This design comes from an exercise in tuning for small area on the open sky130 flow, not from production work.
At most, simulation tests tie the RTL to the original design; equivalence was not proved.
Function not checked in runs 1 to 6: the RTL went through the layout flow alone.
The flow treats the clock pin as an ideal source, which a real chip does not have.

## flow/design.v (module list and top-level ports; edited modules follow where they fit)
// module custom_instr_accum_mac: 1494 lines
// module custom_instr_accum_fa: 4 lines
// module custom_instr_accum_unit: 111 lines
module custom_instr_accum_unit #(
  parameter int unsigned       HART_COUNT     = 2,
  parameter int unsigned       ACC_COUNT      = 4,
  parameter int unsigned       DATA_W         = 32,
  parameter int unsigned       RESULT_LATENCY = 1,
  parameter logic [DATA_W-1:0] DEFAULT_RESULT = 32'hdeadbeef,
  localparam int unsigned      HID_W = (HART_COUNT > 1) ? $clog2(HART_COUNT) : 1,
  localparam int unsigned      SEL_W = (ACC_COUNT > 1) ? $clog2(ACC_COUNT) : 1
) (
  input  logic              clk,
  input  logic              rst,
  input  logic              valid_in,
  input  logic [HID_W-1:0]  hid_in,
  input  logic [4:0]        major_opcode_in,
  input  logic [2:0]        minor_opcode_in,
  input  logic [DATA_W-1:0] op1_in,
  input  logic [DATA_W-1:0] op2_in,
  input  logic [31:0]       imm_in,
  input  logic [6:0]        funct7_in,
  output logic [DATA_W-1:0] result_out,
  output logic [15:0]       illegal_count_out
);
  // ...
==> flow/flow/run.sh <==
#!/bin/bash
# Own layout flow: the standard ORFS flow with three changes.
#  1. Synthesis is synth_recipe.tcl unchanged except that ABC maps with
#     flow/abc_area.script (area-only mapping, no ABC buffering/upsizing);
#     OpenROAD's resizer does the timing repair afterwards.
#  2. Port buffers are the smallest buffer cell.
#  3. CTS uses small clock buffers and no dummy loads.
#  4. Synthesis leaves half adders to ABC (no ha cells).
#  5. Repair steps may not use the largest buffers (flow/hooks.tcl).
# Each tool's output goes to a log file of its own in this folder.
set -euo pipefail
W=$PWD
sed "s|@ABC_SCRIPT@|$W/flow/abc_area.script|; s|@FLOW_SYNTH@|$W/synth_recipe.tcl|" \
  flow/my_synth.tcl.in > my_synth.tcl
EXTRA=(
  "SYNTH_SCRIPT=$W/my_synth.tcl"
  "BUFFER_PORTS_ARGS=-buffer_cell sky130_fd_sc_hd__buf_1"
  "CTS_ARGS=-sink_clustering_enable -repair_clock_nets -dont_use_dummy_load -sink_clustering_size 8 -sink_clustering_max_diameter 50 -buf_list {sky130_fd_sc_hd__clkbuf_4}"
  "PRE_FLOORPLAN_TCL=$W/flow/hooks.tcl"
  "PRE_RESIZE_TCL=$W/flow/hooks.tcl"
  "PRE_CTS_TCL=$W/flow/hooks.tcl"
  "PRE_GLOBAL_ROUTE_TCL=$W/flow/hooks.tcl"
)
# Synthesis only: half adders stay plain gates for ABC (no ha cells), the
# platform's own don't-use list otherwise.
DU_PLATFORM="sky130_fd_sc_hd__probe_p_8 sky130_fd_sc_hd__probec_p_8 sky130_fd_sc_hd__lpflow_bleeder_1 sky130_fd_sc_hd__lpflow_clkbufkapwr_1 sky130_fd_sc_hd__lpflow_clkbufkapwr_16 sky130_fd_sc_hd__lpflow_clkbufkapwr_2 sky130_fd_sc_hd__lpflow_clkbufkapwr_4 sky130_fd_sc_hd__lpflow_clkbufkapwr_8 sky130_fd_sc_hd__lpflow_clkinvkapwr_1 sky130_fd_sc_hd__lpflow_clkinvkapwr_16 sky130_fd_sc_hd__lpflow_clkinvkapwr_2 sky130_fd_sc_hd__lpflow_clkinvkapwr_4 sky130_fd_sc_hd__lpflow_clkinvkapwr_8 sky130_fd_sc_hd__lpflow_decapkapwr_12 sky130_fd_sc_hd__lpflow_decapkapwr_3 sky130_fd_sc_hd__lpflow_decapkapwr_4 sky130_fd_sc_hd__lpflow_decapkapwr_6 sky130_fd_sc_hd__lpflow_decapkapwr_8 sky130_fd_sc_hd__lpflow_inputiso0n_1 sky130_fd_sc_hd__lpflow_inputiso0p_1 sky130_fd_sc_hd__lpflow_inputiso1n_1 sky130_fd_sc_hd__lpflow_inputiso1p_1 sky130_fd_sc_hd__lpflow_inputisolatch_1 sky130_fd_sc_hd__lpflow_isobufsrc_1 sky130_fd_sc_hd__lpflow_isobufsrc_16 sky130_fd_sc_hd__lpflow_isobufsrc_2 sky130_fd_sc_hd__lpflow_isobufsrc_4 sky130_fd_sc_hd__lpflow_isobufsrc_8 sky130_fd_sc_hd__lpflow_isobufsrckapwr_16 sky130_fd_sc_hd__lpflow_lsbuf_lh_hl_isowell_tap_1 sky130_fd_sc_hd__lpflow_lsbuf_lh_hl_isowell_tap_2 sky130_fd_sc_hd__lpflow_lsbuf_lh_hl_isowell_tap_4 sky130_fd_sc_hd__lpflow_lsbuf_lh_isowell_4 sky130_fd_sc_hd__lpflow_lsbuf_lh_isowell_tap_1 sky130_fd_sc_hd__lpflow_lsbuf_lh_isowell_tap_2 sky130_fd_sc_hd__lpflow_lsbuf_lh_isowell_tap_4"
bash standard.sh "${EXTRA[@]}" "DONT_USE_CELLS=$DU_PLATFORM sky130_fd_sc_hd__ha_1 sky130_fd_sc_hd__ha_2 sky130_fd_sc_hd__ha_4" synth > log_synth.txt 2>&1
bash standard.sh "${EXTRA[@]}" finish > log_finish.txt 2>&1
cp orfs/logs/sky130hd/custom_instr_accum_unit/base/*.log . 2>/dev/null || true
==> flow/flow/abc_area.script <==
&get -n
&st
&dch
&nf -R 1000
&put
topo
==> flow/flow/hooks.tcl <==
# Run before each step that repairs or sizes: keep buffering and sizing to
# small cells, so repair uses several small buffers rather than one large one.
set big {}
foreach lc [get_lib_cells sky130_fd_sc_hd__*] {
  set n [get_name $lc]
  if { [regexp {_(6|8|12|16)$} $n] && ![regexp {clkbuf|tap|fill|decap|diode} $n] } {
    lappend big $n
  }
}
set_dont_use $big
==> flow/flow/my_synth.tcl.in <==
# synth_recipe.tcl with ABC's mapping script replaced by an area-only one.
proc abc {args} {
  set i [lsearch -exact $args -script]
  if { $i >= 0 } { set args [lreplace $args [expr {$i + 1}] [expr {$i + 1}] @ABC_SCRIPT@] }
  yosys abc {*}$args
}
source @FLOW_SYNTH@
==> flow/standard.sh <==
#!/bin/bash
# synth_recipe.tcl (not shown) runs the flow's synth.tcl, then flattens the netlist and writes it again
# the make line also repeats each setting of config.mk as NAME=value (left out here)
make -C /OpenROAD-flow-scripts/flow DESIGN_CONFIG=/design/flow/config.mk WORK_HOME=/design/flow/orfs CLKGATE_MAP_FILE= SYNTH_SCRIPT=/design/flow/synth_recipe.tcl "${@:-finish}"
==> flow/config.mk <==
export PLATFORM = sky130hd
export DESIGN_NAME = custom_instr_accum_unit
export DESIGN_NICKNAME = custom_instr_accum_unit
export VERILOG_FILES = /design/flow/design.v
export SDC_FILE = /design/flow/constraint.sdc
export NUM_CORES = 4
export LEC_CHECK = 0
export ABC_AREA = 1
export CAP_MARGIN = 20
export CELL_PAD_IN_SITES_DETAIL_PLACEMENT = 1
export CELL_PAD_IN_SITES_GLOBAL_PLACEMENT = 1
export CORE_MARGIN = 2
export CORE_UTILIZATION = 30
export GPL_TIMING_DRIVEN = 0
export PLACE_DENSITY = 0.45
export SLEW_MARGIN = 20
export SYNTH_HIERARCHICAL = 1
export SYNTH_MINIMUM_KEEP_SIZE = 0
==> flow/constraint.sdc <==
create_clock -name core_clock -period 10.0 [get_ports {clk}]
set_input_delay 2.0000 -clock core_clock [delete_from_list [all_inputs] [get_ports {clk}]]
set_output_delay 2.0000 -clock core_clock [all_outputs]
set_load 0.01 [all_outputs]
==> results.py, run 1 <==
metrics = {
    "cells_and_area": {
        "fin_area_sq_um": 24000,
        "final_cell_mix": "288 x a222oi_1, 256 x edfxtp_1, 252 x fa_1",
        "stdcell_count": 2752,
        "register_area_sq_um": 8950,
        "area_growth_pct": 13.5,
    },
    "global_route": {
        "gr-total-overflow": 0,
        "grt_pass1_vias": 18200,
    },
    "detailed_routing": {
        "wl_met2_um": 42200,
        "first_pass_iters": 13,
        "wl_per_cell_um": 30.8,
    },
    "placed_design": {
        "port_buffers": 132,
        "dp_slack_ns": -1.03,
        "globalplace.congestion": 0.820,
    },
    "clock_tree": {
        "post_cts_buffers": 0,
        "hold_buffers": 0,
        "cts.repair.resized": 3,
    },
    "min_path": {
        "hp-class": "register to register",
    },
    "critical_path": {
        "cp.required_ns": 10.49,
        "critPathArrivalTime_ns": 10.10,
        "end_kind": "register",
    },
    "logic_synthesis": {
        "synth_top_family_by_area": "adder cells",
        "synth.area.top_cells": "edfxtp_1 36%, fa_1 24%, a222oi_1 14%",
        "synth_seq_area_share": 0.424,
        "syn_nets": 1949,
        "synth_most_common_cell": "a222oi_1",
    },
    "floorplanning": {
        "taps": 940,
    },
    "run_status": {
        "status": "complete, no violations",
    },
}
==> run 2, diff against run 1 <==
--- a/flow/config.mk
+++ b/flow/config.mk
@@ -8,3 +8,3 @@
 export ABC_AREA = 1
-export CAP_MARGIN = 20
+export CAP_MARGIN = 10
 export CELL_PAD_IN_SITES_DETAIL_PLACEMENT = 1
@@ -15,3 +15,3 @@
 export PLACE_DENSITY = 0.45
-export SLEW_MARGIN = 20
+export SLEW_MARGIN = 10
 export SYNTH_HIERARCHICAL = 1
==> results.py, run 2 <==
metrics = {
    "timing": {
        "fmax_mhz": 104,
        "tightest_slew_ns": 1.32,
        "period_minus_slack_ns": 9.60,
        "finalClockSkew_ns": 0.135,
        "finalHoldViolCount": 0,
        "period_share": 0.960,
        "setup_violations": 0,
        "slew-limit-headroom": 0.120,
        "drv_slew": 0,
        "whs_ns": 0.473,
        "rsz0062_at_grt": "false",
    },
    "global_route": {
        "grt_max_degree": 39,
        "grt_util_met2": 0.397,
        "grtUsageMet1": 0.303,
        "grt_pass1_wl_um": 126000,
        "track_usage": 0.231,
        "grt_pass1_vias": 18100,
        "gr-max-usage-layer": "met2",
        "use_met3": 0.0311,
        "gr-total-overflow": 0,
        "antenna_found_initial": 4,
    },
    "critical_path": {
        "cp_max_fo": 26,
        "r2r_slack_ns": 2.57,
        "critPathArrivalTime_ns": 10.09,
        "r2r-end": "acc_q[0][31]",
        "critPathKind": "input port to register",
        "path_delay_family": "adder cells",
        "end_kind": "register",
        "start_kind": "input port",
        "reg2reg_depth": 23,
        "crit_chain": "clkbuf_4 > clkbuf_16 > and2_0 > fa_1 > a31o_1 > o31ai_2 > nand3b_1 > nand2_1 > fa_1 > a222oi_1 > fa_1 > fa_1 > fa_1 > fa_1 > fa_1 > xor2_1 > o21ai_0 > a211oi_1 > nand3_1 > nand4_1 > a31o_1 > nand4_1 > o311ai_0 > fa_2",
        "cp.required_ns": 10.49,
        "crit_buf_inv": 2,
        "crit_slowest_cell": "fa_1",
        "critPathMostFrequentCell": "fa_1",
        "rr_startpoint": "acc_vld_q[1]",
        "slowest_delay_ns": 1.15,
    },
    "logic_synthesis": {
        "synth_edf_count": 256,
        "ys_ff_latch": 313,
        "async_flop_share": 0.0799,
        "synth_top_area_frac": 0.364,
        "synth_most_common_cell": "a222oi_1",
        "synth_commonest_cells": "288 x a222oi_1, 256 x edfxtp_1, 256 x fa_1, 139 x nand2_1, 82 x nor2_1",
        "synth_seq_area_share": 0.424,
        "syn_nets": 1949,
        "yosysTopAreaCell": "edfxtp_1",
        "synthFlopType": "edfxtp_1",
        "syn_inst": 1578,
        "synth.area.top_cells": "edfxtp_1 36%, fa_1 24%, a222oi_1 14%",
        "syn-cell-area_sq_um": 21100,
        "yosysWarnings": 8,
        "synth_area_per_cell_sq_um": 13.4,
        "ys_types": 48,
    },
    "cells_and_area": {
        "drive_gt1_frac": 0.0895,
        "final_cell_mix": "288 x a222oi_1, 256 x edfxtp_1, 252 x fa_1",
        "area_growth_pct": 13.0,
        "n_fill_cell": 7549,
        "layout_commonest_cell": "a222oi_1",
        "largest_register_ffs": 256,
        "top_regs": "acc_q (256), rd_dat_q (32), illegal_cnt_q (16)",
        "fin_area_sq_um": 23900,
        "regMostFlops": "acc_q",
        "final_nets": 2171,
        "fin_util": 0.342,
        "stdcell_count": 2741,
    },
    "min_path": {
        "whs_path_depth": 2,
        "hp-class": "register to register",
        "min_from": "acc_q[5][1]",
        "whs_endpoint": "rd_dat_q[1]",
    },
    "detailed_routing": {
        "vias": 16900,
        "routed_wirelength_um": 85000,
        "wl_per_cell_um": 31.0,
        "first_pass_iters": 14,
        "drtIter0Drc": 2476,
        "antenna_left": 0,
        "via_per_inst": 6.18,
        "drc": 0,
    },
    "placed_design": {
        "place_area_sq_um": 23400,
        "port_buffers": 132,
        "dp.cells": 2689,
        "globalplace.congestion": 0.820,
        "dp_hpwl_um": 58600,
    },
    "run_status": {
        "status": "complete, no violations",
    },
    "clock_tree": {
        "cts_num_sinks": 313,
        "post_cts_buffers": 0,
        "clk_pin_slew_ns": 0.09,
        "cts_tree": "built",
        "numCtsBuffers": 48,
        "clk_latency_ns": 0.77,
    },
    "floorplanning": {
        "die_area_sq_um": 72600,
        "dieWidth_um": 269,
        "ios": 163,
        "row_count": 97,
        "core_sq_um": 69900,
        "start_util": 0.302,
        "die_h_um": 269,
    },
    "run": {
        "maxCapViolCount": 0,
    },
}
[run 2: cell counts after synthesis]
No cell type changed its count.
[run 2: worst max-delay path by stage]
| stage | startpoint | end | slack (ns) | cells after the start |
|---|---|---|---|---|
| after detailed placement | op2_in[1] | acc_q[7][31] | -1.03 | 27 |
| after floorplan | minor_opcode_in[0] | acc_q[0][31] | 0.80 | 18 |
| after CTS | op2_in[1] | acc_q[0][31] | 0.01 | 27 |
| after global routing | op2_in[1] | acc_q[6][30] | 0.05 | 26 |
| final | op2_in[1] | acc_q[6][30] | 0.40 | 24 |
| after global placement | minor_opcode_in[2] | acc_q[4][31] | -3.43 | 20 |
[run 2: worst min-delay path, stage by stage, from the launching register on]
cell and delay (ns):
edfxtp_1 0.33, a222oi_1 0.09, nand3_1 0.13
[run 2: what timing repair did]
action                     in CTS  in global routing
hold buffers                    0                  0
pin swaps                       0                  3
gates resized for setup         7                 16
setup endpoints to repair      40                 64
[run 2: final cells by class]
type                    count  area (sq um)  share of cell area
multi-input cells        1212         12300               0.516
flip-flops and latches    313          8950               0.375
well taps                 940          1180              0.0493
repair buffers            172           856              0.0358
clock buffers              48           360              0.0151
inverters                  53           199             0.00833
diodes                      3          7.51            0.000314
[run 2: kinds of logic (layout without fill, tap and decap cells)]
logic type | after synthesis | in the layout | synth area share
compound gates | 479 | 479 | 0.198
xor+xnor | 69 | 69 | 0.0286
fa+ha+maj | 256 | 256 | 0.243
buf+inv | 53 | 273 | 0.00941
flops | 313 | 313 | 0.424
mux | 32 | 32 | 0.0152
other cells | 0 | 3 | 0
simple gates | 376 | 376 | 0.0830
[run 2: stage by stage]
step           worst slack (ns)  TNS, ns
6_report                  0.397        0
5_1_grt                  0.0523        0
4_1_cts                  0.0134        0
3_5_place_dp              -1.03   -70.43
3_3_place_gp              -3.43  -530.34
2_1_floorplan             0.799        0
[run 2: modules after synthesis (local to each module, per instance)]
module | cells inside | flops+latches
custom_instr_accum_unit | 725 | 313
custom_instr_accum_fa | 1 | 0
custom_instr_accum_mac | 628 | 0
[run 2: routing by layer]
metal  share of wire  vias to the layer above
met1            0.41                     9017
met4           0.029                        2
li1                -                     7026
met3           0.063                      140
met2            0.50                      746
met5         0.00015                        -
==> run 3, diff against run 2 <==
--- a/flow/config.mk
+++ b/flow/config.mk
@@ -12,5 +12,5 @@
 export CORE_MARGIN = 2
-export CORE_UTILIZATION = 30
+export CORE_UTILIZATION = 35
 export GPL_TIMING_DRIVEN = 0
-export PLACE_DENSITY = 0.45
+export PLACE_DENSITY = 0.5
 export SLEW_MARGIN = 10
==> results.py, run 3 <==
metrics = {
    "critical_path": {
        "start_kind": "input port",
        "crit_slowest_cell": "xnor2_2",
        "critPathArrivalTime_ns": 10.06,
        "end_kind": "register",
        "critPathMostFrequentCell": "fa_1",
        "slowest_delay_ns": 0.67,
        "path_delay_family": "adder cells",
        "crit_buf_inv": 3,
        "cp_max_fo": 34,
        "cp.required_ns": 10.46,
        "critPathKind": "input port to register",
    },
    "logic_synthesis": {
        "syn_inst": 1578,
        "async_flop_share": 0.0799,
        "synthFlopType": "edfxtp_1",
        "synth_area_per_cell_sq_um": 13.4,
        "synth_commonest_cells": "288 x a222oi_1, 256 x edfxtp_1, 256 x fa_1, 139 x nand2_1, 82 x nor2_1",
        "syn-cell-area_sq_um": 21100,
        "yosysTopAreaCell": "edfxtp_1",
        "synth_edf_count": 256,
        "synth.area.top_cells": "edfxtp_1 36%, fa_1 24%, a222oi_1 14%",
        "syn_nets": 1949,
        "synth_seq_area_share": 0.424,
        "ys_ff_latch": 313,
        "synth_top_area_frac": 0.364,
        "ys_types": 48,
        "yosysWarnings": 8,
        "synth_most_common_cell": "a222oi_1",
    },
    "timing": {
        "slew-limit-headroom": 0.0929,
        "fmax_mhz": 104,
        "finalHoldViolCount": 0,
        "whs_ns": 0.488,
        "rsz0062_at_grt": "false",
        "setup_violations": 0,
        "period_minus_slack_ns": 9.60,
        "drv_slew": 0,
        "tightest_slew_ns": 1.36,
        "finalClockSkew_ns": 0.111,
        "period_share": 0.960,
        "fin_ws_ns": 0.398,
    },
    "run": {
        "maxCapViolCount": 0,
    },
    "cells_and_area": {
        "drive_gt1_frac": 0.0863,
        "final_nets": 2170,
        "n_fill_cell": 6312,
        "stdcell_count": 2584,
        "regMostFlops": "acc_q",
        "final_cell_mix": "288 x a222oi_1, 256 x edfxtp_1, 254 x fa_1",
        "largest_register_ffs": 256,
        "layout_commonest_cell": "a222oi_1",
        "fin_util": 0.393,
        "area_growth_pct": 11.7,
        "top_regs": "acc_q (256), rd_dat_q (32), illegal_cnt_q (16)",
    },
    "detailed_routing": {
        "routed_wirelength_um": 80900,
        "wl_per_cell_um": 31.3,
        "drtIter0Drc": 2517,
        "antenna_left": 0,
        "drc": 0,
        "first_pass_iters": 15,
        "via_per_inst": 6.55,
        "vias": 16900,
    },
    "global_route": {
        "gr-total-overflow": 0,
        "grt_pass1_vias": 18000,
        "track_usage": 0.259,
        "grt_pass1_wl_um": 121000,
        "grt_max_degree": 38,
        "antenna_found_initial": 4,
    },
    "clock_tree": {
        "post_cts_buffers": 0,
        "clk_latency_ns": 0.83,
        "numCtsBuffers": 48,
        "cts_num_sinks": 313,
        "cts_tree": "built",
        "clk_pin_slew_ns": 0.10,
    },
    "floorplanning": {
        "row_count": 90,
        "dieWidth_um": 250,
        "ios": 163,
        "die_h_um": 250,
        "die_area_sq_um": 62400,
        "core_sq_um": 60000,
        "start_util": 0.352,
    },
    "placed_design": {
        "dp_slack_ns": -1.03,
        "globalplace.congestion": 0.833,
        "dp.cells": 2531,
        "port_buffers": 132,
        "dp_hpwl_um": 56800,
    },
    "run_status": {
        "status": "complete, no violations",
    },
    "min_path": {
        "hp-class": "register to register",
    },
}
## run 3: cell counts after synthesis
No cell type changed its count.
## run 3: final cells by class
class                           count  area, sq um  share of cell area
Timing Repair Buffer              171          821              0.0348
Multi-Input combinational cell   1212        12300               0.520
Clock buffer                       48          360              0.0153
Sequential cell                   313         8950               0.380
Antenna cell                        5         12.5            0.000530
Tap cell                          782          978              0.0415
Inverter                           53          199             0.00843
## run 3: timing repair
item / in CTS / in global routing
resized for setup: 3 / 7
hold buffers: 0 / 0
endpoints found under the hold margin: 0 / 0
pin swaps: 0 / 1
endpoints found under the setup margin: 16 / 36
## run 3: metrics by stage
stage                     cell area, sq um  TNS (ns)
after floorplan                      21100         0
after detailed placement             23200    -56.30
after CTS                            23500         0
after global routing                 23600         0
final                                23600         0
after global placement               22600   -499.79
## run 3: kinds of logic (layout without fill, tap and decap cells)
logic type               Yosys count  in the layout  synth area share
XOR/XNOR                          69             69            0.0286
multiplexers                      32             32            0.0152
buffers and inverters             53            272           0.00941
flip-flops                       313            313             0.424
AND/OR/NAND/NOR                  376            376            0.0830
other                              0              5                 0
adder cells (fa/ha/maj)          256            256             0.243
AO/OA/AOI/OAI                    479            479             0.198
## run 3: path summary, 6_finish.rpt
path	cells after the start	slack [ns]	to	from
worst max-delay path	27	0.40	acc_q[5][30]	op2_in[1]
worst min-delay path	2	0.49	rd_dat_q[4]	acc_q[5][4]
worst max register to register	21	2.64	acc_q[5][30]	acc_vld_q[0]
worst min register to register	2	0.49	rd_dat_q[4]	acc_q[5][4]
max in group asynchronous	1	8.37	rd_vld_q	rst
min in group asynchronous	1	1.17	acc_vld_q[3]	rst
## run 3: modules after synthesis (local to each module, per instance)
module,flops+latches,cells,cell area [sq um]
custom_instr_accum_mac,0,628,5060
custom_instr_accum_unit,313,725,11600
custom_instr_accum_fa,0,1,20.0
## run 3: worst min-delay path, stage by stage (launching register included)
cell      delay, ns
edfxtp_1       0.33
a22oi_1        0.06
nand3_1        0.13
## run 3: routing by layer
metal	GRT usage	vias to the layer above	part of all wire
met3	0.0409	116	0.079
met5	0	-	0.00011
met4	0.0688	2	0.022
met1	0.365	9006	0.43
li1	-	7014	-
met2	0.416	781	0.47
==> run 4, diff against run 3 <==
==> flow/flow/abc_area.script (replaced) <==
strash
dch
amap
&get -n
&st
&dch
&nf -R 1000
&put
topo
==> results.py, run 4 <==
metrics = {
    "run_status": {
        "status": "complete, no violations",
    },
    "clock_tree": {
        "cts_tree": "built",
        "clk_latency_ns": 0.70,
        "clk_pin_slew_ns": 0.09,
        "numCtsBuffers": 45,
        "cts_num_sinks": 313,
    },
    "cells_and_area": {
        "top_regs": "acc_q (256), rd_dat_q (32), illegal_cnt_q (16)",
        "drive_gt1_frac": 0.0875,
        "largest_register_ffs": 256,
        "final_cell_mix": "287 x a222oi_1, 256 x edfxtp_1, 253 x fa_1",
        "layout_commonest_cell": "a222oi_1",
        "fin_area_sq_um": 23600,
        "register_area_sq_um": 8950,
        "n_fill_cell": 6312,
        "final_nets": 2156,
        "regMostFlops": "acc_q",
        "area_growth_pct": 12.0,
        "stdcell_count": 2557,
        "multi_input_comb_area_sq_um": 12300,
    },
    "floorplanning": {
        "core_sq_um": 59200,
        "ios": 163,
        "die_h_um": 249,
        "start_util": 0.355,
        "dieWidth_um": 249,
        "row_count": 89,
        "die_area_sq_um": 62100,
    },
    "logic_synthesis": {
        "synthFlopType": "edfxtp_1",
        "syn_inst": 1567,
        "ys_types": 45,
        "synth.area.top_cells": "edfxtp_1 37%, fa_1 24%, a222oi_1 14%",
        "synth_seq_area_share": 0.425,
        "yosysWarnings": 8,
        "synth_edf_count": 256,
        "synth_most_common_cell": "a222oi_1",
        "ys_ff_latch": 313,
        "synth_top_area_frac": 0.365,
        "synth_commonest_cells": "287 x a222oi_1, 256 x edfxtp_1, 256 x fa_1, 119 x nand2_1, 92 x nor2_1",
        "syn_nets": 1938,
        "yosysTopAreaCell": "edfxtp_1",
        "async_flop_share": 0.0799,
        "synth_area_per_cell_sq_um": 13.4,
        "syn-cell-area_sq_um": 21000,
    },
    "critical_path": {
        "critPathKind": "input port to register",
        "start_kind": "input port",
        "cp_max_fo": 17,
        "slowest_delay_ns": 0.53,
        "crit_buf_inv": 1,
        "critPathArrivalTime_ns": 10.06,
        "critPathMostFrequentCell": "fa_1",
        "crit_slowest_cell": "fa_1",
        "end_kind": "register",
        "path_delay_family": "adder cells",
        "cp.required_ns": 10.38,
    },
    "placed_design": {
        "dp_hpwl_um": 54700,
        "globalplace.congestion": 0.812,
        "port_buffers": 132,
        "place_area_sq_um": 23000,
        "dp.cells": 2504,
    },
    "detailed_routing": {
        "routed_wirelength_um": 79500,
        "drtIter0Drc": 2740,
        "wl_per_cell_um": 31.1,
        "first_pass_iters": 10,
        "vias": 16700,
        "drc": 0,
        "via_per_inst": 6.53,
        "antenna_left": 0,
    },
    "global_route": {
        "grt_max_degree": 35,
        "antenna_found_initial": 2,
        "grt_pass1_vias": 17700,
        "track_usage": 0.253,
        "gr-total-overflow": 0,
        "grt_pass1_wl_um": 119000,
    },
    "timing": {
        "fmax_mhz": 103,
        "slew-limit-headroom": 0.152,
        "setup_violations": 0,
        "drv_slew": 0,
        "finalClockSkew_ns": 0.0546,
        "period_share": 0.968,
        "tightest_slew_ns": 1.27,
        "period_minus_slack_ns": 9.68,
        "finalHoldViolCount": 0,
    },
    "min_path": {
        "hp-class": "register to register",
    },
    "run": {
        "maxCapViolCount": 0,
    },
}
run 4: repair_timing:
action                     in CTS  in global routing
buffers inserted                1                  2
gates cloned                    2                  0
gates resized for setup        13                 15
pin swaps                       1                  5
setup endpoints to repair      56                 55
hold buffers                    0                  0
run 4: cell families (layout without fill, tap and decap cells):
| family | count (synthesis) | after routing | share of synthesized area |
|---|---|---|---|
| flops | 313 | 313 | 0.425 |
| xor+xnor | 68 | 68 | 0.0290 |
| simple gates | 356 | 356 | 0.0784 |
| fa+ha+maj | 258 | 258 | 0.244 |
| mux | 33 | 33 | 0.0157 |
| compound gates | 484 | 484 | 0.197 |
| buf+inv | 55 | 271 | 0.00981 |
| other cells | 0 | 1 | 0 |
run 4: tightest hold or removal path: stages, from the launching register on:
cell,delay (ns)
edfxtp_1,0.32
a222oi_1,0.08
nand3_1,0.10
run 4: through the flow:
step                      setup WS [ns]  setup TNS, ns   util  hold WS (ns)
after floorplan                   0.618              0      -         0.438
after global placement            -3.76        -546.58  0.380         0.492
after detailed placement          -1.49         -81.83  0.388         0.501
after CTS                        0.0388              0  0.396         0.516
after global routing            -0.0324         -0.235  0.398         0.551
final                             0.316              0  0.398         0.509
run 4: final cells by class:
cell class	count	area share
antenna	1	0.000106
inverter	55	0.00876
clock buffer	45	0.0143
multi-input combinational	1199	0.520
sequential	313	0.380
tap	773	0.0410
timing repair buffer	171	0.0355
run 4: metal layers:
metal | routed length [um] | global-route usage | up-vias
met4 | 1290 | 0.0413 | 2
met1 | 34000 | 0.357 | 8877
met2 | 38300 | 0.421 | 763
met3 | 5940 | 0.0358 | 104
li1 | - | - | 6958
met5 | 13 | 0 | -
run 4: path summary, 6_finish.rpt:
kind / cells past startpoint / slack, ns / endpoint / startpoint
setup / recovery: 29 / 0.32 / acc_q[6][31] / op2_in[1]
hold / removal: 2 / 0.51 / rd_dat_q[19] / acc_q[6][19]
setup reg to reg: 22 / 2.45 / acc_q[5][30] / acc_vld_q[4]
hold reg to reg: 2 / 0.51 / rd_dat_q[19] / acc_q[6][19]
max in group asynchronous: 1 / 8.24 / rd_vld_q / rst
min in group asynchronous: 1 / 1.32 / illegal_cnt_q[3] / rst
run 4: modules after synthesis, one instance, submodules excluded:
module	cell area (sq um)	flops+latches
custom_instr_accum_unit	11600	313
custom_instr_accum_mac	4990	0
custom_instr_accum_fa	20.0	0
==> run 5, diff against run 4 <==
==> flow/flow/abc_area.script (replaced) <==
&get -n
&st
&dch
&nf -R 1000
&put
topo
--- a/flow/config.mk
+++ b/flow/config.mk
@@ -8,3 +8,3 @@
 export ABC_AREA = 1
-export CAP_MARGIN = 10
+export CAP_MARGIN = 20
 export CELL_PAD_IN_SITES_DETAIL_PLACEMENT = 1
@@ -15,3 +15,3 @@
 export PLACE_DENSITY = 0.5
-export SLEW_MARGIN = 10
+export SLEW_MARGIN = 20
 export SYNTH_HIERARCHICAL = 1
==> results.py, run 5 <==
metrics = {
    "detailed_routing": {
        "vias": 16800,
        "routed_wirelength_um": 81000,
        "first_pass_iters": 19,
        "wl_per_cell_um": 31.3,
        "via_per_inst": 6.51,
        "drtIter0Drc": 2558,
        "antenna_left": 0,
        "drc": 0,
    },
    "critical_path": {
        "r2r_slack_ns": 2.61,
        "critPathArrivalTime_ns": 10.01,
        "critPathKind": "input port to register",
        "crit_slowest_cell": "fa_1",
        "rr_startpoint": "acc_vld_q[0]",
        "critPathMostFrequentCell": "fa_1",
        "slowest_delay_ns": 0.69,
        "r2r-end": "acc_q[5][30]",
        "cp_max_fo": 12,
        "cp-startpoint": "op2_in[1]",
        "end_kind": "register",
        "start_kind": "input port",
        "reg2reg_depth": 21,
        "cp.required_ns": 10.41,
        "crit_buf_inv": 1,
        "path_delay_family": "adder cells",
    },
    "placed_design": {
        "dp_hpwl_um": 58200,
        "globalplace.congestion": 0.833,
        "place_area_sq_um": 23200,
        "port_buffers": 132,
        "dp_slack_ns": -0.727,
    },
    "cells_and_area": {
        "fin_util": 0.393,
        "layout_commonest_cell": "a222oi_1",
        "final_cell_mix": "288 x a222oi_1, 256 x fa_1, 256 x edfxtp_1",
        "drive_gt1_frac": 0.0889,
        "fin_area_sq_um": 23600,
        "n_fill_cell": 6329,
        "register_area_sq_um": 8950,
        "top_regs": "acc_q (256), rd_dat_q (32), illegal_cnt_q (16)",
        "area_growth_pct": 11.7,
        "largest_register_ffs": 256,
        "multi_input_comb_area_sq_um": 12300,
        "regMostFlops": "acc_q",
        "final_nets": 2173,
    },
    "timing": {
        "slew-limit-headroom": 0.234,
        "fmax_mhz": 104,
        "fin_ws_ns": 0.401,
        "rsz0062_at_grt": "false",
        "tightest_slew_ns": 1.15,
        "finalClockSkew_ns": 0.133,
        "tns_ns": 0,
        "drv_slew": 0,
        "finalHoldViolCount": 0,
        "period_minus_slack_ns": 9.60,
        "period_share": 0.960,
        "setup_violations": 0,
    },
    "logic_synthesis": {
        "syn_nets": 1949,
        "synth_commonest_cells": "288 x a222oi_1, 256 x edfxtp_1, 256 x fa_1, 139 x nand2_1, 82 x nor2_1",
        "ys_ff_latch": 313,
        "yosysTopAreaCell": "edfxtp_1",
        "synth_edf_count": 256,
        "synth_seq_area_share": 0.424,
        "synthFlopType": "edfxtp_1",
        "async_flop_share": 0.0799,
        "syn-cell-area_sq_um": 21100,
        "ys_types": 48,
        "synth_area_per_cell_sq_um": 13.4,
        "synth.area.top_cells": "edfxtp_1 36%, fa_1 24%, a222oi_1 14%",
        "synth_top_area_frac": 0.364,
        "yosysWarnings": 8,
        "syn_inst": 1578,
        "synth_most_common_cell": "a222oi_1",
    },
    "floorplanning": {
        "start_util": 0.352,
        "dieWidth_um": 250,
        "die_area_sq_um": 62400,
        "ios": 163,
        "row_count": 90,
        "core_sq_um": 60000,
        "die_h_um": 250,
    },
    "global_route": {
        "gr-total-overflow": 0,
        "grt_pass1_wl_um": 121000,
        "grt_pass1_vias": 18000,
        "grt_max_degree": 36,
        "antenna_found_initial": 4,
        "use_met3": 0.0444,
        "gr-max-usage-layer": "met2",
        "grt_util_met2": 0.416,
        "grtUsageMet1": 0.365,
        "track_usage": 0.260,
    },
    "clock_tree": {
        "hold_buffers": 0,
        "clk_pin_slew_ns": 0.09,
        "cts_tree": "built",
        "numCtsBuffers": 47,
        "clk_latency_ns": 0.84,
        "cts_num_sinks": 313,
    },
    "min_path": {
        "hp-class": "register to register",
        "whs_path_depth": 2,
        "whs_endpoint": "rd_dat_q[4]",
        "min_from": "acc_q[7][4]",
    },
    "run": {
        "maxCapViolCount": 0,
    },
    "run_status": {
        "status": "complete, no violations",
    },
}
run 5: cell families (layout without fill, tap and decap cells):
logic type / Yosys count / in the layout / share of synthesized area
AOI/OAI and AO/OA: 479 / 479 / 0.198
xor gates and xnor gates: 69 / 69 / 0.0286
adders and majority gates: 256 / 256 / 0.243
buffers and inverters: 53 / 275 / 0.00941
DFF: 313 / 313 / 0.424
muxes: 32 / 32 / 0.0152
other: 0 / 3 / 0
and+or+nand+nor: 376 / 376 / 0.0830
run 5: metrics by stage:
step           std cells  hold slack (ns)
3_5_place_dp        2535            0.500
4_1_cts             2582            0.491
5_1_grt             2584            0.518
6_report            2585            0.486
3_3_place_gp        2492            0.492
2_1_floorplan       1578            0.439
run 5: how the worst max path moves through the flow:
stage	slack [ns]	end	depth (start not counted)
after CTS	0.04	acc_q[4][31]	27
after detailed placement	-0.73	acc_q[5][31]	27
final	0.40	acc_q[5][30]	25
after global routing	0.05	acc_q[5][30]	25
after global placement	-3.44	acc_q[4][31]	20
after floorplan	0.80	acc_q[0][31]	18
run 5: timing repair:
item	in CTS	in global routing
setup buffers	0	0
setup endpoints to repair	0	34
resized for setup	0	3
endpoints found under the hold margin	0	0
run 5: cell type report:
class	instances	share of cell area
timing repair buffer	175	0.0352
inverter	53	0.00843
antenna	3	0.000318
multi-input combinational	1212	0.520
tap	782	0.0414
clock buffer	47	0.0149
sequential	313	0.379
run 5: tightest hold or removal path, stage by stage, from the launching register on:
cell and delay (ns):
edfxtp_1 0.33, a22oi_1 0.06, nand3_1 0.13
run 5: per-module statistics from Yosys (local to each module, per instance):
module	copies in the design	cell area (sq um)	cells inside	flops+latches
custom_instr_accum_unit	1	11600	725	313
custom_instr_accum_mac	1	5060	628	0
custom_instr_accum_fa	225	20.0	1	0
run 5: routing by layer:
layer	part of all wire	vias up
met5	0.000086	-
met4	0.023	2
met3	0.080	122
met2	0.47	797
met1	0.43	8888
li1	-	7022
==> run 6, diff against run 5 <==
==> flow/flow/hooks.tcl (replaced) <==
# Run before each step that repairs or sizes: keep buffering and sizing to
# small cells, so repair uses several small buffers rather than one large one.
# Logic gates stay at drive strength 2 or less; buffers may go up to 4.
set big {}
foreach lc [get_lib_cells sky130_fd_sc_hd__*] {
  set n [get_name $lc]
  if { [regexp {clkbuf|tap|fill|decap|diode} $n] } { continue }
  if { [regexp {_(6|8|12|16)$} $n] || ([regexp {_4$} $n] && ![regexp {^sky130_fd_sc_hd__buf_4$} $n]) } {
    lappend big $n
  }
}
set_dont_use $big
--- a/flow/config.mk
+++ b/flow/config.mk
@@ -8,3 +8,3 @@
 export ABC_AREA = 1
-export CAP_MARGIN = 20
+export CAP_MARGIN = 10
 export CELL_PAD_IN_SITES_DETAIL_PLACEMENT = 1
@@ -15,3 +15,3 @@
 export PLACE_DENSITY = 0.5
-export SLEW_MARGIN = 20
+export SLEW_MARGIN = 10
 export SYNTH_HIERARCHICAL = 1
==> results.py, run 6 <==
metrics = {
    "run_status": {
        "status": "complete, no violations",
    },
    "floorplanning": {
        "dieWidth_um": 250,
        "ios": 163,
        "start_util": 0.352,
        "core_sq_um": 60000,
        "row_count": 90,
        "die_area_sq_um": 62400,
        "die_h_um": 250,
    },
    "logic_synthesis": {
        "yosysTopAreaCell": "edfxtp_1",
        "muxShareOfSynthArea": 0.0152,
        "synthFlopType": "edfxtp_1",
        "synth_seq_area_share": 0.424,
        "ys_types": 48,
        "ys_ff_latch": 313,
        "syn_nets": 1949,
        "synth_top_family_by_area": "adder cells",
        "synth.area.top_cells": "edfxtp_1 36%, fa_1 24%, a222oi_1 14%",
        "synth_area_per_cell_sq_um": 13.4,
        "syn_inst": 1578,
        "async_flop_share": 0.0799,
        "synthAdderAreaFrac": 0.243,
        "yosysWarnings": 8,
        "syn-cell-area_sq_um": 21100,
        "synth_compound_area_frac": 0.198,
        "synth_commonest_cells": "288 x a222oi_1, 256 x edfxtp_1, 256 x fa_1, 139 x nand2_1, 82 x nor2_1",
        "synth_xor_area_frac": 0.0286,
        "synth_top_area_frac": 0.364,
        "synth_edf_count": 256,
        "synth-simple-area-share": 0.0830,
        "synth_most_common_cell": "a222oi_1",
    },
    "detailed_routing": {
        "first_pass_iters": 12,
        "routed_wirelength_um": 81100,
        "vias": 17100,
        "antenna_left": 0,
        "drtIter0Drc": 2575,
        "drc": 0,
        "wl_per_cell_um": 31.0,
        "via_per_inst": 6.53,
    },
    "global_route": {
        "grt_max_degree": 38,
        "antenna_found_initial": 5,
        "grt_pass1_vias": 18100,
        "track_usage": 0.261,
        "grt_pass1_wl_um": 122000,
        "gr-total-overflow": 0,
    },
    "clock_tree": {
        "post_cts_buffers": 0,
        "clk_latency_ns": 0.81,
        "cts_num_sinks": 313,
        "clk_pin_slew_ns": 0.09,
        "cts_tree": "built",
        "numCtsBuffers": 48,
    },
    "critical_path": {
        "critPathArrivalTime_ns": 10.09,
        "start_kind": "input port",
        "cp_max_fo": 26,
        "cp.required_ns": 10.46,
        "r2r_slack_ns": 2.71,
        "end_kind": "register",
        "critPathKind": "input port to register",
    },
    "cells_and_area": {
        "final_nets": 2202,
        "n_fill_cell": 6383,
        "drive_gt1_frac": 0.101,
        "regMostFlops": "acc_q",
        "largest_register_ffs": 256,
        "top_regs": "acc_q (256), rd_dat_q (32), illegal_cnt_q (16)",
        "layout_commonest_cell": "a222oi_1",
        "fin_util": 0.395,
        "stdcell_count": 2615,
        "area_growth_pct": 12.2,
        "final_cell_mix": "288 x a222oi_1, 256 x fa_1, 256 x edfxtp_1",
    },
    "timing": {
        "period_minus_slack_ns": 9.63,
        "rsz0062_at_grt": "false",
        "drv_slew": 0,
        "whs_ns": 0.481,
        "fmax_mhz": 104,
        "fin_ws_ns": 0.368,
        "finalHoldViolCount": 0,
        "tightest_slew_ns": 1.35,
        "setup_violations": 0,
        "slew-limit-headroom": 0.100,
        "period_share": 0.963,
        "finalClockSkew_ns": 0.107,
    },
    "placed_design": {
        "globalplace.congestion": 0.833,
        "dp.cells": 2563,
        "port_buffers": 132,
        "dp_slack_ns": -1.00,
        "dp_hpwl_um": 58700,
    },
    "run": {
        "maxCapViolCount": 0,
    },
    "min_path": {
        "hp-class": "register to register",
    },
}
run 6: cell counts after synthesis:
Identical to the previous run, type by type.
run 6: cell type report:
class	count	area, sq um	area share
Multi-Input combinational cell	1212	12100	0.512
Sequential cell	313	8950	0.378
Timing Repair Buffer	203	1060	0.0448
Tap cell	782	978	0.0413
Clock buffer	48	360	0.0152
Inverter	53	199	0.00839
Antenna cell	4	10.0	0.000422
run 6: critical path: stages:
cell      delay, ns
buf_2          0.36
nand2b_1       1.07
nand2_1        1.10
a222oi_1       0.70
fa_1           0.52
fa_1           0.50
fa_1           0.48
fa_1           0.62
xor2_1         0.29
o21ai_0        0.14
a21oi_1        0.19
nor2b_1        0.27
nand3_1        0.10
nand3_1        0.27
nand3_1        0.12
nand4_1        0.21
a31o_1         0.27
nand4_1        0.09
o311ai_0       0.15
fa_1           0.60
run 6: logic make-up (layout without fill, tap and decap cells):
| family | after synthesis | count (layout) |
|---|---|---|
| other | 0 | 4 |
| buffers and inverters | 53 | 304 |
| multiplexers | 32 | 32 |
| AO/OA/AOI/OAI | 479 | 479 |
| XOR/XNOR | 69 | 69 |
| AND/OR/NAND/NOR | 376 | 376 |
| flip-flops | 313 | 313 |
| adder cells (fa/ha/maj) | 256 | 256 |
run 6: path summary, 6_finish.rpt:
check / from / endpoint / depth (start not counted)
min in group asynchronous: rst / acc_vld_q[7] / 1
min: acc_q[2][19] / rd_dat_q[19] / 2
max: minor_opcode_in[2] / acc_q[1][30] / 20
max in group asynchronous: rst / illegal_cnt_q[13] / 1
max reg2reg: acc_vld_q[1] / acc_q[5][31] / 24
min reg2reg: acc_q[2][19] / rd_dat_q[19] / 2
run 6: layer usage:
metal / vias up / wire length [um] / global-route usage
li1: 7080 / - / -
met1: 9049 / 34100 / 0.369
met2: 840 / 38600 / 0.422
met3: 107 / 6800 / 0.0433
met4: 2 / 1640 / 0.0602
met5: - / 7 / 0
run 6: timing repair:
item	in CTS	in global routing
resized for setup	3	4
setup endpoints to repair	16	34
hold buffers	0	0
pin swaps	0	1
run 6: per-module statistics from Yosys (local to each module, per instance):
module,cell area (sq um),flops+latches,copies in the design,cells inside
custom_instr_accum_fa,20.0,0,225,1
custom_instr_accum_mac,5060,0,1,628
custom_instr_accum_unit,11600,313,1,725
run 6: through the flow:
| step | area, sq um | setup TNS, ns |
|---|---|---|
| finish | 23700 | 0 |
| global route | 23700 | 0 |
| CTS | 23700 | 0 |
| detailed placement | 23300 | -54.94 |
| global placement | 22600 | -499.79 |
| floorplan | 21100 | 0 |
==> module custom_instr_accum_unit, before the edit <==
module custom_instr_accum_unit #(
  parameter int unsigned       HART_COUNT     = 2,
  parameter int unsigned       ACC_COUNT      = 4,
  parameter int unsigned       DATA_W         = 32,
  parameter int unsigned       RESULT_LATENCY = 1,
  parameter logic [DATA_W-1:0] DEFAULT_RESULT = 32'hdeadbeef,
  localparam int unsigned      HID_W = (HART_COUNT > 1) ? $clog2(HART_COUNT) : 1,
  localparam int unsigned      SEL_W = (ACC_COUNT > 1) ? $clog2(ACC_COUNT) : 1
) (
  input  logic              clk,
  input  logic              rst,
  input  logic              valid_in,
  input  logic [HID_W-1:0]  hid_in,
  input  logic [4:0]        major_opcode_in,
  input  logic [2:0]        minor_opcode_in,
  input  logic [DATA_W-1:0] op1_in,
  input  logic [DATA_W-1:0] op2_in,
  input  logic [31:0]       imm_in,
  input  logic [6:0]        funct7_in,
  output logic [DATA_W-1:0] result_out,
  output logic [15:0]       illegal_count_out
);
  localparam int unsigned N = HART_COUNT * ACC_COUNT;
  logic [DATA_W-1:0] acc_q [N];
  logic [N-1:0]      acc_vld_q;
  logic [15:0]       illegal_cnt_q;
  logic              rd_vld_q;
  logic [DATA_W-1:0] rd_dat_q;
  logic              accept, illegal, legal;
  logic              op_load, op_add, op_read, op_sub, op_mac, op_clear, op_readclr;
  logic [HID_W+SEL_W-1:0] idx;
  logic [DATA_W-1:0] rd_val, acc_new;
  logic              wr_en;
  assign accept  = valid_in && (major_opcode_in == custom_instr_accum_pkg::CUSTOM_0);
  assign illegal = (minor_opcode_in == 3'd7) || (funct7_in != 7'd0);
  assign legal   = accept && !illegal;
  assign op_load    = (minor_opcode_in == 3'd0);
  assign op_add     = (minor_opcode_in == 3'd1);
  assign op_read    = (minor_opcode_in == 3'd2);
  assign op_sub     = (minor_opcode_in == 3'd3);
  assign op_mac     = (minor_opcode_in == 3'd4);
  assign op_clear   = (minor_opcode_in == 3'd5);
  assign op_readclr = (minor_opcode_in == 3'd6);
  assign idx     = {hid_in, imm_in[SEL_W-1:0]};
  logic [N-1:0] rsel;
  always_comb begin
    rd_val = '0;
    for (int k = 0; k < int'(N); k++) begin
      rsel[k] = (idx == k) && acc_vld_q[k];
      rd_val  = rd_val | ({DATA_W{rsel[k]}} & acc_q[k]);
    end
  end
  logic              dec_mac, dec_add, dec_sub, dec_load;
  logic [DATA_W/2-1:0] s1, s2, s3;
  logic [DATA_W-1:0] base_n;
  assign dec_mac  = minor_opcode_in[2];
  assign dec_add  = !minor_opcode_in[2] && !minor_opcode_in[1];
  assign dec_sub  = !minor_opcode_in[2] && minor_opcode_in[1];
  assign dec_load = !minor_opcode_in[2] && !minor_opcode_in[0];
  always_comb begin
    for (int i = 0; i < int'(DATA_W / 2); i++) begin
      s1[i] = dec_mac && !op1_in[2*i+1] && op1_in[2*i];
      s2[i] = dec_mac && op1_in[2*i+1] && !op1_in[2*i];
      s3[i] = (dec_mac && op1_in[2*i+1] && op1_in[2*i]) || dec_sub;
    end
    s1[0] = s1[0] || (dec_add && minor_opcode_in[0]);
  end
  assign base_n = ~(dec_load ? op1_in : rd_val);
  custom_instr_accum_mac u_mac (
    .base_n (base_n),
    .x      (op2_in),
    .s1     (s1),
    .s2     (s2),
    .s3     (s3),
    .res    (acc_new)
  );
  assign wr_en   = legal && (op_load || op_add || op_sub || op_mac);
  always_ff @(posedge clk) begin
    for (int i = 0; i < int'(N); i++)
      if (wr_en && (idx == i)) acc_q[i] <= acc_new;
  end
  always_ff @(posedge clk or negedge rst) begin
    if (!rst) begin
      acc_vld_q <= '0;
    end else begin
      for (int i = 0; i < int'(N); i++) begin
        if (legal && op_clear && (hid_in == i / ACC_COUNT))
          acc_vld_q[i] <= 1'b0;
        else if (legal && op_readclr && (idx == i))
          acc_vld_q[i] <= 1'b0;
        else if (wr_en && (idx == i))
          acc_vld_q[i] <= 1'b1;
      end
    end
  end
  always_ff @(posedge clk or negedge rst) begin
    if (!rst)
      illegal_cnt_q <= '0;
    else if (accept && illegal && (illegal_cnt_q != 16'hffff))
      illegal_cnt_q <= illegal_cnt_q + 16'd1;
  end
  always_ff @(posedge clk or negedge rst) begin
    if (!rst) rd_vld_q <= 1'b0;
    else      rd_vld_q <= legal && (op_read || op_readclr);
  end
  always_ff @(posedge clk) begin
    rd_dat_q <= rd_val;
  end
  assign result_out        = rd_vld_q ? rd_dat_q : DEFAULT_RESULT;
  assign illegal_count_out = illegal_cnt_q;
endmodule
==> run 7, diff against run 6 <==
--- a/flow/design.v
+++ b/flow/design.v
@@ -1566,3 +1566,3 @@
   logic              rd_vld_q;
-  logic [DATA_W-1:0] rd_dat_q;
+  logic [DATA_W-1:0] rd_dat_n_q;
   logic              accept, illegal, legal;
@@ -1645,5 +1645,5 @@
   always_ff @(posedge clk) begin
-    rd_dat_q <= rd_val;
+    rd_dat_n_q <= ~rd_val;
   end
-  assign result_out        = rd_vld_q ? rd_dat_q : DEFAULT_RESULT;
+  assign result_out        = rd_vld_q ? ~rd_dat_n_q : DEFAULT_RESULT;
   assign illegal_count_out = illegal_cnt_q;
==> flow/flow/abc_area.script (replaced) <==
strash
dch
amap
&get -n
&st
&dch
&nf -R 1000
&put
topo
==> flow/flow/hooks.tcl (replaced) <==
# Run before each step that repairs or sizes: keep buffering and sizing to
# small cells, so repair uses several small buffers rather than one large one.
set big {}
foreach lc [get_lib_cells sky130_fd_sc_hd__*] {
  set n [get_name $lc]
  if { [regexp {_(6|8|12|16)$} $n] && ![regexp {clkbuf|tap|fill|decap|diode} $n] } {
    lappend big $n
  }
}
set_dont_use $big
==> results.py, run 7 <==
metrics = {
    "critical_path": {
        "critPathMostFrequentCell": "fa_1",
        "cp-startpoint": "op2_in[1]",
        "critPathKind": "input port to register",
        "cp.required_ns": 10.40,
        "critPathArrivalTime_ns": 10.14,
        "end_kind": "register",
        "cp_max_fo": 9,
        "rr_startpoint": "acc_vld_q[7]",
        "crit_slowest_cell": "xnor2_2",
        "slowest_delay_ns": 0.63,
        "start_kind": "input port",
    },
    "run": {
        "maxCapViolCount": 0,
    },
    "floorplanning": {
        "row_count": 89,
        "dieWidth_um": 249,
        "die_h_um": 249,
        "die_area_sq_um": 62000,
        "core_sq_um": 59100,
        "start_util": 0.355,
        "ios": 163,
    },
    "logic_synthesis": {
        "yosysTopAreaCell": "edfxtp_1",
        "synth_area_per_cell_sq_um": 13.1,
        "syn-cell-area_sq_um": 21000,
        "synth_seq_area_share": 0.426,
        "synth.area.top_cells": "edfxtp_1 37%, fa_1 24%, a222oi_1 13%",
        "synth_top_area_frac": 0.366,
        "synth_edf_count": 256,
        "synth_most_common_cell": "a222oi_1",
        "syn_nets": 1976,
        "yosysWarnings": 8,
        "async_flop_share": 0.0799,
        "ys_ff_latch": 313,
        "synthFlopType": "edfxtp_1",
        "ys_types": 48,
        "synth_commonest_cells": "275 x a222oi_1, 256 x edfxtp_1, 256 x fa_1, 144 x nand2_1, 124 x nor2_1",
        "syn_inst": 1605,
    },
    "cells_and_area": {
        "final_nets": 2207,
        "drive_gt1_frac": 0.0971,
        "regMostFlops": "acc_q",
        "stdcell_count": 2610,
        "area_growth_pct": 12.4,
        "n_fill_cell": 6303,
        "largest_register_ffs": 256,
        "fin_util": 0.399,
        "layout_commonest_cell": "a222oi_1",
        "top_regs": "acc_q (256), rd_dat_n_q (32), illegal_cnt_q (16)",
        "final_cell_mix": "275 x a222oi_1, 256 x edfxtp_1, 253 x fa_1",
    },
    "timing": {
        "setup_violations": 0,
        "rsz0062_at_grt": "false",
        "finalClockSkew_ns": 0.123,
        "fin_ws_ns": 0.266,
        "period_minus_slack_ns": 9.73,
        "finalHoldViolCount": 0,
        "period_share": 0.973,
        "fmax_mhz": 103,
        "tns_ns": 0,
        "drv_slew": 0,
        "tightest_slew_ns": 1.33,
        "slew-limit-headroom": 0.113,
    },
    "detailed_routing": {
        "routed_wirelength_um": 80700,
        "first_pass_iters": 15,
        "vias": 17100,
        "via_per_inst": 6.54,
        "drtIter0Drc": 2900,
        "antenna_left": 0,
        "wl_per_cell_um": 30.9,
        "drc": 0,
    },
    "placed_design": {
        "dp.cells": 2549,
        "globalplace.congestion": 0.846,
        "port_buffers": 132,
        "dp_slack_ns": -1.69,
        "dp_hpwl_um": 56200,
    },
    "clock_tree": {
        "cts_tree": "built",
        "cts_num_sinks": 313,
        "numCtsBuffers": 50,
        "clk_latency_ns": 0.80,
        "clk_pin_slew_ns": 0.09,
    },
    "global_route": {
        "track_usage": 0.258,
        "gr-max-usage-layer": "met2",
        "use_met3": 0.0395,
        "grt_pass1_wl_um": 120000,
        "grt_max_degree": 39,
        "grt_pass1_vias": 17600,
        "grtUsageMet1": 0.383,
        "grt_util_met2": 0.400,
        "gr-total-overflow": 0,
        "antenna_found_initial": 2,
    },
    "min_path": {
        "min_from": "acc_q[6][24]",
        "hp-class": "register to register",
    },
    "run_status": {
        "status": "complete, no violations",
    },
}
[run 7: cell count changes in the layout (fill, tap and decap cells not counted), sizes merged, moves of 10 or more]
cell | previous run | this run
nor2 | 82 | 124
a21oi | 43 | 81
mux2i | 32 | 1
buf | 200 | 175
nand3 | 56 | 33
nand2b | 28 | 7
and3 | 4 | 22
a22oi | 28 | 43
a222oi | 288 | 275
xor2 | 22 | 12
[run 7: per-layer routing]
| layer | vias up | wire (um) |
|---|---|---|
| met1 | 8981 | 36300 |
| met2 | 882 | 36700 |
| met4 | 0 | 1240 |
| met3 | 95 | 6520 |
| li1 | 7099 | - |
| met5 | - | 0 |
[run 7: logic make-up after synthesis]
logic type,after synthesis,synth area share
AOI/OAI and AO/OA,519,0.205
and+or+nand+nor,386,0.0820
DFF,313,0.426
adders and majority gates,258,0.245
xor gates and xnor gates,67,0.0286
buffers and inverters,58,0.0104
muxes,4,0.00209
[run 7: cell type report]
cell class	instances	area (sq um)	share of cell area
inverter	58	218	0.00922
antenna	3	7.51	0.000318
tap	773	967	0.0410
multi-input combinational	1234	12200	0.518
timing repair buffer	179	860	0.0364
clock buffer	50	375	0.0159
sequential	313	8950	0.379
[run 7: worst paths after layout]
path | end | slack, ns | cells after the start
setup / recovery | acc_q[0][31] | 0.27 | 29
hold / removal | rd_dat_n_q[24] | 0.41 | 1
setup reg to reg | acc_q[0][31] | 2.30 | 25
hold reg to reg | rd_dat_n_q[24] | 0.41 | 1
max in group asynchronous | rd_vld_q | 8.37 | 1
min in group asynchronous | illegal_cnt_q[4] | 1.19 | 1
[run 7: per-module statistics from Yosys, one instance, submodules excluded]
module                   flip-flops and latches  cell area (sq um)  cells
custom_instr_accum_mac                        0               4990    607
custom_instr_accum_fa                         0               20.0      1
custom_instr_accum_unit                     313              11500    773
[run 7: metrics by stage]
step,area [sq um],hold slack (ns)
after global routing,23600,0.442
after CTS,23500,0.419
final,23600,0.414
after floorplan,21000,0.413
after detailed placement,23000,0.444
after global placement,22500,0.445
[run 7: timing repair]
item / 4_1_cts / 5_1_grt
resized for setup: 16 / 13
setup buffers: 4 / 2
pin swaps: 3 / 7
hold buffers: 0 / 0
cloned: 2 / 0
setup endpoints to repair: 53 / 40
[run 7: worst max-delay path, delay by kind of cell]
kind	cells	cell delay, ns
AO/OA/AOI/OAI	12	2.21
XOR/XNOR	2	0.80
adder cells (fa/ha/maj)	8	3.76
buffers and inverters	3	0.50
AND/OR/NAND/NOR	4	0.85
==> run 8, diff against run 7 <==
==> flow/flow/abc_area.script (replaced) <==
&get -n
&st
&dch
&nf -R 1000
&put
topo
==> results.py, run 8 <==
metrics = {
    "logic_synthesis": {
        "yosysWarnings": 8,
        "async_flop_share": 0.0799,
        "synth.area.top_cells": "edfxtp_1 37%, fa_1 24%, a222oi_1 14%",
        "synth_seq_area_share": 0.425,
        "ys_ff_latch": 313,
        "synth_top_area_frac": 0.365,
        "synth_most_common_cell": "a222oi_1",
        "syn-cell-area_sq_um": 21100,
        "syn_nets": 1993,
        "synthFlopType": "edfxtp_1",
        "yosysTopAreaCell": "edfxtp_1",
        "synth_edf_count": 256,
        "synth_commonest_cells": "289 x a222oi_1, 256 x edfxtp_1, 256 x fa_1, 216 x nand2_1, 78 x nor2_1",
        "synth_area_per_cell_sq_um": 13.0,
        "syn_inst": 1622,
        "ys_types": 42,
    },
    "cells_and_area": {
        "regMostFlops": "acc_q",
        "layout_commonest_cell": "a222oi_1",
        "n_fill_cell": 6364,
        "register_area_sq_um": 8950,
        "area_growth_pct": 11.5,
        "fin_util": 0.396,
        "drive_gt1_frac": 0.0831,
        "largest_register_ffs": 256,
        "top_regs": "acc_q (256), rd_dat_n_q (32), illegal_cnt_q (16)",
        "final_cell_mix": "289 x a222oi_1, 256 x edfxtp_1, 254 x fa_1",
        "multi_input_comb_area_sq_um": 12200,
        "fin_area_sq_um": 23500,
        "final_nets": 2214,
    },
    "timing": {
        "tightest_slew_ns": 1.22,
        "setup_violations": 0,
        "drv_slew": 0,
        "fmax_mhz": 104,
        "period_minus_slack_ns": 9.64,
        "whs_ns": 0.397,
        "period_share": 0.964,
        "slew-limit-headroom": 0.187,
        "finalClockSkew_ns": 0.103,
        "rsz0062_at_grt": "false",
        "finalHoldViolCount": 0,
    },
    "global_route": {
        "gr-total-overflow": 0,
        "track_usage": 0.257,
        "grt_pass1_vias": 18000,
        "grt_pass1_wl_um": 120000,
        "antenna_found_initial": 3,
        "grt_max_degree": 65,
    },
    "critical_path": {
        "critPathKind": "input port to register",
        "slowest_delay_ns": 0.72,
        "crit_buf_inv": 2,
        "critPathMostFrequentCell": "fa_1",
        "crit_slowest_cell": "xnor2_2",
        "cp-startpoint": "op2_in[1]",
        "end_kind": "register",
        "critPathArrivalTime_ns": 10.09,
        "rr_startpoint": "acc_vld_q[0]",
        "cp_max_fo": 34,
        "start_kind": "input port",
        "path_delay_family": "adder cells",
        "cp.required_ns": 10.46,
    },
    "placed_design": {
        "globalplace.congestion": 0.854,
        "dp_hpwl_um": 55700,
        "port_buffers": 132,
        "place_area_sq_um": 23000,
    },
    "detailed_routing": {
        "antenna_left": 0,
        "drc": 0,
        "first_pass_iters": 15,
        "via_per_inst": 6.50,
        "drtIter0Drc": 2871,
        "routed_wirelength_um": 80000,
        "wl_per_cell_um": 30.6,
        "vias": 17000,
    },
    "floorplanning": {
        "die_h_um": 249,
        "ios": 163,
        "core_sq_um": 59200,
        "row_count": 89,
        "start_util": 0.355,
        "die_area_sq_um": 62100,
        "dieWidth_um": 249,
    },
    "clock_tree": {
        "cts_num_sinks": 313,
        "cts_tree": "built",
        "numCtsBuffers": 47,
        "clk_latency_ns": 0.78,
        "clk_pin_slew_ns": 0.09,
    },
    "run": {
        "maxCapViolCount": 0,
    },
    "run_status": {
        "status": "complete, no violations",
    },
    "min_path": {
        "min_from": "acc_q[7][16]",
        "hp-class": "register to register",
    },
}
-- run 8: cell count changes in the layout (fill, tap and decap cells not counted), moves of 7 or more --
| cell | change |
|---|---|
| o22ai_1 | -7 |
| o21ai_0 | +34 |
| a22o_1 | -10 |
| a21oi_1 | -36 |
| nand4_1 | +16 |
| nor2_1 | -39 |
| a22oi_1 | -24 |
| nor2_4 | -8 |
| xor2_1 | +11 |
| nand2_1 | +71 |
| a222oi_1 | +14 |
-- run 8: metal layers --
metal,global-route usage,share of wire
met2,0.414,0.47
met1,0.362,0.44
met5,0,0
met4,0.0676,0.024
met3,0.0390,0.070
-- run 8: layout make-up --
class,count,area share
Multi-Input combinational cell,1256,0.519
Sequential cell,313,0.381
Tap cell,773,0.0412
Timing Repair Buffer,172,0.0351
Clock buffer,47,0.0150
Inverter,53,0.00847
Antenna cell,3,0.000320
-- run 8: through the flow --
step | cells | setup WS [ns] | setup TNS (ns)
6_report | 2617 | 0.363 | 0
5_1_grt | 2617 | 0.0552 | 0
4_1_cts | 2607 | 0.0239 | 0
3_5_place_dp | 2560 | -1.44 | -100.79
3_3_place_gp | 2527 | -3.46 | -478.53
2_1_floorplan | 1622 | 1.10 | 0
-- run 8: per-module statistics from Yosys, one instance, submodules excluded --
module	times used	area, sq um	cells inside
custom_instr_accum_unit	1	11500	769
custom_instr_accum_mac	1	5060	628
custom_instr_accum_fa	225	20.0	1
-- run 8: final timing paths --
kind / endpoint / slack (ns) / cells past startpoint
max reg2reg: acc_q[3][30] / 2.65 / 22
min reg2reg: rd_dat_n_q[16] / 0.40 / 1
min: rd_dat_n_q[16] / 0.40 / 1
max: acc_q[3][30] / 0.36 / 27
min in group asynchronous: acc_vld_q[6] / 1.22 / 1
max in group asynchronous: rd_vld_q / 8.29 / 1
-- run 8: repair_timing --
item                       in CTS  in global routing
hold buffers                    0                  0
setup endpoints to repair      64                 64
gates cloned                    0                  0
buffers inserted                0                  4
gates resized for setup         8                 10
pin swaps                       0                  3
-- run 8: cells by family (layout without fill, tap and decap cells) --
| group | after synthesis | in the layout | share of synthesized area |
|---|---|---|---|
| compound gates | 497 | 497 | 0.200 |
| xor+xnor | 69 | 69 | 0.0287 |
| fa+ha+maj | 256 | 256 | 0.243 |
| buf+inv | 53 | 272 | 0.00945 |
| flops | 313 | 313 | 0.425 |
| other cells | 0 | 3 | 0 |
| simple gates | 434 | 434 | 0.0932 |

-- afterwards: timing with drivers on the ports --
How much do the figures lean on ideal ports? The routed layouts below were timed once more, with nothing changed but the port constraints.
Step 1 sets driving cells, clkbuf_16 on the clock port and buf_2 on the other inputs (assumed; they add their load-dependent delay and slew).
Step 2 adds t to the input delays and takes it off the output delays; t is the mean of the earliest and latest rising clock arrival at the registers after step 1. Input paths then give back, and output paths get back, about the clock's delay inside the block.
Slacks: ideal ports / drivers / drivers and shift; pairs: ideal ports / drivers.
| run | t (ns) | slack for setup (ns) | hold WS [ns] | worst data-port slew with drivers (ns) | pins driven straight from the clock port |
|---|---|---|---|---|---|
| run 1 | 0.767 | 0.393 / 0.416 / -0.351 | 0.489 / 0.489 / 0.489 | 0.11 | 1 |
| run 2 | 0.758 | 0.397 / 0.430 / -0.328 | 0.473 / 0.473 / 0.473 | 0.10 | 1 |
| run 3 | 0.829 | 0.398 / 0.431 / -0.397 | 0.488 / 0.488 / 0.488 | 0.08 | 1 |
| run 4 | 0.716 | 0.316 / 0.222 / -0.494 | 0.509 / 0.509 / 0.509 | 0.14 | 1 |
| run 5 | 0.831 | 0.401 / 0.435 / -0.396 | 0.486 / 0.486 / 0.486 | 0.08 | 1 |
| run 6 | 0.815 | 0.368 / 0.403 / -0.411 | 0.481 / 0.481 / 0.481 | 0.09 | 1 |
| run 7 | 0.794 | 0.266 / 0.273 / -0.522 | 0.414 / 0.414 / 0.414 | 0.13 | 1 |
| run 8 | 0.784 | 0.363 / 0.369 / -0.415 | 0.397 / 0.397 / 0.397 | 0.11 | 1 |
Met with ideal ports but missed after step 2: setup timing in every run listed. The setup slack of run 4, which loses most, moves by -0.094 ns with the drivers and by -0.810 ns with both steps.
